What follows belongs to an exercise in optimizing a design on an open flow for small area and a short achievable clock period; a production flow would make more cautious choices. No activity file was given, so power comes from the tool's default toggle rates.

==> flow/design.v <==
`timescale 1ns/1ns
`default_nettype none
module frontend_top (
    input  logic        clk,
    input  logic        rst_n,
    input  logic        inst_valid,
    input  logic [31:0] inst,
    input  logic [31:0] inst_pc,
    output logic        inst_ready,
    output logic        iss_valid,
    output logic [31:0] iss_pc,
    output logic [5:0]  iss_rob_idx,
    output logic [5:0]  iss_rd_p,
    output logic [5:0]  iss_rs1_p,
    output logic [5:0]  iss_rs2_p,
    output logic        iss_rs1_ready,
    output logic        iss_rs2_ready,
    output logic [1:0]  iss_fu,
    output logic [3:0]  iss_alu_op,
    output logic [31:0] iss_imm,
    output logic        iss_alu_src,
    output logic        iss_mem_read,
    output logic        iss_mem_write,
    output logic        iss_reg_write,
    output logic [1:0]  iss_mem_size,
    input  logic        iss_ready
);
    logic [6:0] opc;
    logic       c_r, c_i, c_l, c_s, c_u;
    assign opc = inst[6:0];
    assign c_r = (opc == 7'b0110011);
    assign c_i = (opc == 7'b0010011);
    assign c_l = (opc == 7'b0000011);
    assign c_s = (opc == 7'b0100011);
    assign c_u = (opc == 7'b0110111);
    logic        dv;
    logic [31:0] d_pc;
    logic [31:7] d_in;           
    logic [3:0]  d_k;            
    logic        d_legal, d_needs;
    logic        advance;
    logic        alloc;
    logic        enq;
    logic        iq_full;
    logic [5:0]  cnt;            
    logic        in_needs, in_legal;
    logic        dv_n, needs_n, legal_n, full_n, cnt5_n, adv_n;
    logic        fe, pop, fc6;
    logic [3:0] in_k;
    logic [2:0] in_f3;
    logic       in_srai;
    assign in_f3   = inst[14:12];
    assign in_srai = (in_f3 == 3'b101) && (inst[31:26] == 6'b010000);
    always_comb begin
        if (c_l || c_s)
            in_k = {1'b1, c_s, 1'b0, in_f3 != 3'b000};
        else if (c_u)
            in_k = 4'b0101;
        else if (c_i)
            in_k = {2'b01, (in_f3 == 3'b110) ? 2'b10 : (in_srai ? 2'b11 : 2'b00)};
        else
            in_k = {3'b000, inst[31:25] == 7'd0 && in_f3 == 3'b100};
    end
    assign in_legal = c_r | c_i | c_l | c_s | c_u;
    assign in_needs = (c_r | c_i | c_l | c_u) && (inst[11:7] != 5'd0);
    assign dv_n    = inst_ready ? inst_valid : dv;
    assign needs_n = inst_ready ? in_needs : d_needs;
    assign legal_n = inst_ready ? in_legal : d_legal;
    assign full_n  = !pop && (iq_full || (fc6 && enq));
    assign cnt5_n  = cnt[5] || (alloc && (&cnt[4:0]));
    assign adv_n   = dv_n && !full_n && (!cnt5_n || !needs_n);
    always_ff @(posedge clk or negedge rst_n) begin
        if (!rst_n) begin
            dv         <= 1'b0;
            advance    <= 1'b0;
            alloc      <= 1'b0;
            enq        <= 1'b0;
            iq_full    <= 1'b0;
            inst_ready <= 1'b1;
        end else begin
            dv         <= dv_n;
            advance    <= adv_n;
            alloc      <= adv_n && needs_n;
            enq        <= adv_n && legal_n;
            iq_full    <= full_n;
            inst_ready <= !dv_n || adv_n;
        end
    end
    always_ff @(posedge clk) begin
        if (inst_ready) begin
            d_pc    <= inst_pc;
            d_in    <= inst[31:7];
            d_k     <= in_k;
            d_legal <= in_legal;
            d_needs <= in_needs;
        end
    end
    logic [31:0]  rn;            
    logic [159:0] rj_flat;       
    logic [4:0]   d_rd, d_rs1, d_rs2;
    assign d_rd  = d_in[11:7];
    assign d_rs1 = d_in[19:15];
    assign d_rs2 = d_in[24:20];
    always_ff @(posedge clk or negedge rst_n) begin
        if (!rst_n)
            cnt <= 6'd0;
        else if (alloc)
            cnt <= cnt + 6'd1;
    end
    assign rn[0]         = 1'b0;     
    assign rj_flat[4:0]  = 5'd0;
    for (genvar g = 1; g < 32; g++) begin : g_rat
        logic       we;
        logic       rn_q;
        logic [4:0] rj_q;
        assign we = alloc && (d_rd == 5'(g));
        always_ff @(posedge clk or negedge rst_n) begin
            if (!rst_n)
                rn_q <= 1'b0;
            else if (we)
                rn_q <= 1'b1;
        end
        always_ff @(posedge clk) begin
            if (we) rj_q <= cnt[4:0];
        end
        assign rn[g]            = rn_q;
        assign rj_flat[g*5 +: 5] = rj_q;
    end
    function automatic logic [5:0] rat_rd(input logic [4:0] r, input logic [31:0] f,
                                         input logic [159:0] t);
        rat_rd = f[r] ? {1'b1, t[r*5 +: 5]} : {1'b0, r};
    endfunction
    typedef struct packed {
        logic [31:0] pc;
        logic [6:0]  f;
        logic [5:0]  a;
        logic [5:0]  b;
        logic [4:0]  lo;
        logic [3:0]  k;
        logic        rd;
    } ent_t;
    ent_t       w;
    logic [2:0] d_f3;
    logic       d_r, d_i, d_l, d_s, d_u, d_srai;
    logic [5:0] m1, m2;
    assign d_f3   = d_in[14:12];
    assign d_r    = !d_k[3] && !d_k[2];
    assign d_u    = !d_k[3] && d_k[2] && (d_k[1:0] == 2'b01);
    assign d_i    = !d_k[3] && d_k[2] && (d_k[1:0] != 2'b01);
    assign d_srai = !d_k[3] && d_k[2] && (d_k[1:0] == 2'b11);
    assign d_l    = d_k[3] && !d_k[2];
    assign d_s    = d_k[3] && d_k[2];
    assign m1     = rat_rd(d_rs1, rn, rj_flat);
    assign m2     = rat_rd(d_rs2, rn, rj_flat);
    always_comb begin
        w.pc  = d_pc;
        w.f   = (d_r || d_srai) ? 7'd0 : d_in[31:25];
        w.a   = d_u ? {1'b0, d_rs1} : m1;
        w.b   = (d_r || d_s) ? m2 : (d_u ? {1'b0, d_rs2} : 6'd0);
        if (d_s)
            w.lo = d_in[11:7];
        else if (d_i || d_l)
            w.lo = d_in[24:20];
        else if (d_u)
            w.lo = {2'b00, d_f3};
        else
            w.lo = 5'd0;
        w.k   = d_k;
        w.rd  = d_needs;
    end
    logic [60:0] q [7];          
    logic [6:0] wp, rp;          
    logic [2:0] fc;              
    logic       hv;              
    logic       refill, push;
    ent_t       qh;              
    ent_t       nx;              
    assign fc6     = (fc == 3'd6);
    assign refill  = !hv || iss_ready;
    assign pop     = iss_ready && !fe;
    assign push    = enq && !(refill && fe);
    always_comb begin
        qh = '0;
        for (int e = 0; e < 7; e++)
            if (rp[e]) qh = qh | q[e];
    end
    assign nx = fe ? w : qh;
    always_ff @(posedge clk or negedge rst_n) begin
        if (!rst_n) begin
            wp <= 7'd1;
            rp <= 7'd1;
            fc <= 3'd0;
            fe <= 1'b1;
            hv <= 1'b0;
        end else begin
            if (push) wp <= {wp[5:0], wp[6]};
            if (pop)  rp <= {rp[5:0], rp[6]};
            if (push && !pop) begin
                fc <= fc + 3'd1;
                fe <= 1'b0;
            end else if (pop && !push) begin
                fc <= fc - 3'd1;
                fe <= (fc == 3'd1);
            end
            hv <= (hv && !(iss_ready && fe)) || enq;
        end
    end
    always_ff @(posedge clk) begin
        for (int e = 0; e < 7; e++)
            if (enq && wp[e]) q[e] <= w;
    end
    logic [5:0] rob;             
    logic       sel;             
    logic [5:0] rob_n;
    logic       sel_n;
    assign rob_n = hv ? rob + {5'd0, iss_rd_p[5]} : rob;
    assign sel_n = hv ? sel ^ !iss_fu[1] : sel;
    always_ff @(posedge clk or negedge rst_n) begin
        if (!rst_n) begin
            rob <= 6'd0;
            sel <= 1'b0;
        end else if (refill) begin
            rob <= rob_n;
            sel <= sel_n;
        end
    end
    logic [2:0] h_op;
    logic       h_msz;
    assign iss_rob_idx  = rob;
    assign iss_alu_op   = {1'b0, h_op};
    assign iss_mem_size = {h_msz, 1'b0};
    assign iss_valid   = hv;
    logic nu;
    assign nu = !nx.k[3] && nx.k[2] && (nx.k[1:0] == 2'b01);
    always_ff @(posedge clk) begin
        if (refill) begin
            iss_pc         <= nx.pc;
            iss_rd_p       <= nx.rd ? {1'b1, rob_n[4:0]} : 6'd0;
            iss_rs1_p      <= {nx.a[5], nx.a[4:0] & {5{!nu}}};
            iss_rs2_p      <= {nx.b[5], nx.b[4:0] & {5{!nu}}};
            iss_rs1_ready  <= !nx.a[5];
            iss_rs2_ready  <= !nx.b[5];
            iss_fu         <= nx.k[3] ? 2'd2 : {1'b0, sel_n};
            h_op           <= {nu, (nx.k[3] || nu) ? 2'b00 : nx.k[1:0]};
            iss_imm[31]    <= nx.f[6];
            iss_imm[30:25] <= nu ? nx.f[5:0]  : {6{nx.f[6]}};
            iss_imm[24:20] <= nu ? nx.b[4:0]  : {5{nx.f[6]}};
            iss_imm[19:15] <= nu ? nx.a[4:0]  : {5{nx.f[6]}};
            iss_imm[14:12] <= nu ? nx.lo[2:0] : {3{nx.f[6]}};
            iss_imm[11]    <= !nu && nx.f[6];
            iss_imm[10:5]  <= nu ? 6'd0 : nx.f[5:0];
            iss_imm[4:0]   <= nu ? 5'd0 : nx.lo;
            iss_alu_src    <= nx.k[3] || nx.k[2];
            iss_mem_read   <= nx.k[3] && !nx.k[2];
            iss_mem_write  <= nx.k[3] && nx.k[2];
            iss_reg_write  <= !(nx.k[3] && nx.k[2]);
            h_msz          <= !nx.k[3] || nx.k[0];
        end
    end
endmodule
`default_nettype wire
Settings: LEC_CHECK=0, ABC_CLOCK_PERIOD_IN_PS=2500, CAP_MARGIN=20, CORE_MARGIN=2, CORE_UTILIZATION=55, CTS_CLUSTER_DIAMETER=100, CTS_CLUSTER_SIZE=25, SETUP_SLACK_MARGIN=4.2, SLEW_MARGIN=20; clock period 6.5 ns.
standard.sh (not shown) runs the stock make flow with config.mk's settings and CLKGATE_MAP_FILE= SYNTH_SCRIPT=/design/flow/synth_recipe.tcl, a recipe that flattens the netlist after the stock synthesis.
==> flow/flow/run.sh <==
#!/bin/bash
set -e
export BUFFER_PORTS_ARGS="-buffer_cell sky130_fd_sc_hd__buf_2"
bash standard.sh > standard.log 2>&1
The starting point completed without violations.
Change:
==> flow/run.sh (new file) <==
#!/bin/bash
# synth_recipe.tcl (not shown) runs the flow's synth.tcl, then flattens the netlist and writes it again
# the make line also repeats each setting of config.mk as NAME=value (left out here)
make -C /OpenROAD-flow-scripts/flow DESIGN_CONFIG=/design/flow/config.mk WORK_HOME=/design/flow/orfs CLKGATE_MAP_FILE= SYNTH_SCRIPT=/design/flow/synth_recipe.tcl finish
removed: flow/flow/run.sh
removed: flow/standard.sh
Result: Maximum frequency stays flat; clock-buffer cell count came out lower by 2; setup slack is about the same; area after synthesis is unchanged; total power barely changes; clock skew came out higher by 3.7 ps; clock power came out lower by about 4%; global-route usage came out lower by 0.16 points; cell area came out higher by 0.67%; via count hardly moves.
No run of this note included a check of the RTL's function; only the layout flow was run.

==> afterwards: timing with drivers on the ports <==
Ports are ideal in the flow. The routed layouts listed here were re-timed in OpenROAD. Step 1 (the two cells are an assumption about what drives the block):
set clk [get_ports {clk}]
set_driving_cell -lib_cell sky130_fd_sc_hd__clkbuf_16 $clk
set_driving_cell -lib_cell sky130_fd_sc_hd__buf_2 [delete_from_list [all_inputs] $clk]
Step 2 times the ports against the registers' clock, not the clock port: input delays grow and output delays shrink by t, the midpoint of the rising clock arrivals with the driver on. Slacks: ideal / step 1 / step 2; pairs: ideal / step 1.
run | t, ns | setup slack, ns | slew at the worst register clock pin (ns) | pins driven straight from the clock port
the first run | 0.657 | 3.797 / 3.734 / 3.465 | 0.10 / 0.10 | 1
the second run | 0.658 | 3.798 / 3.749 / 3.518 | 0.10 / 0.10 | 1
After both steps setup and hold are still met in every run listed. For the first run, which loses most, drivers alone change the setup slack by -0.063 ns; drivers and shift together by -0.332 ns.
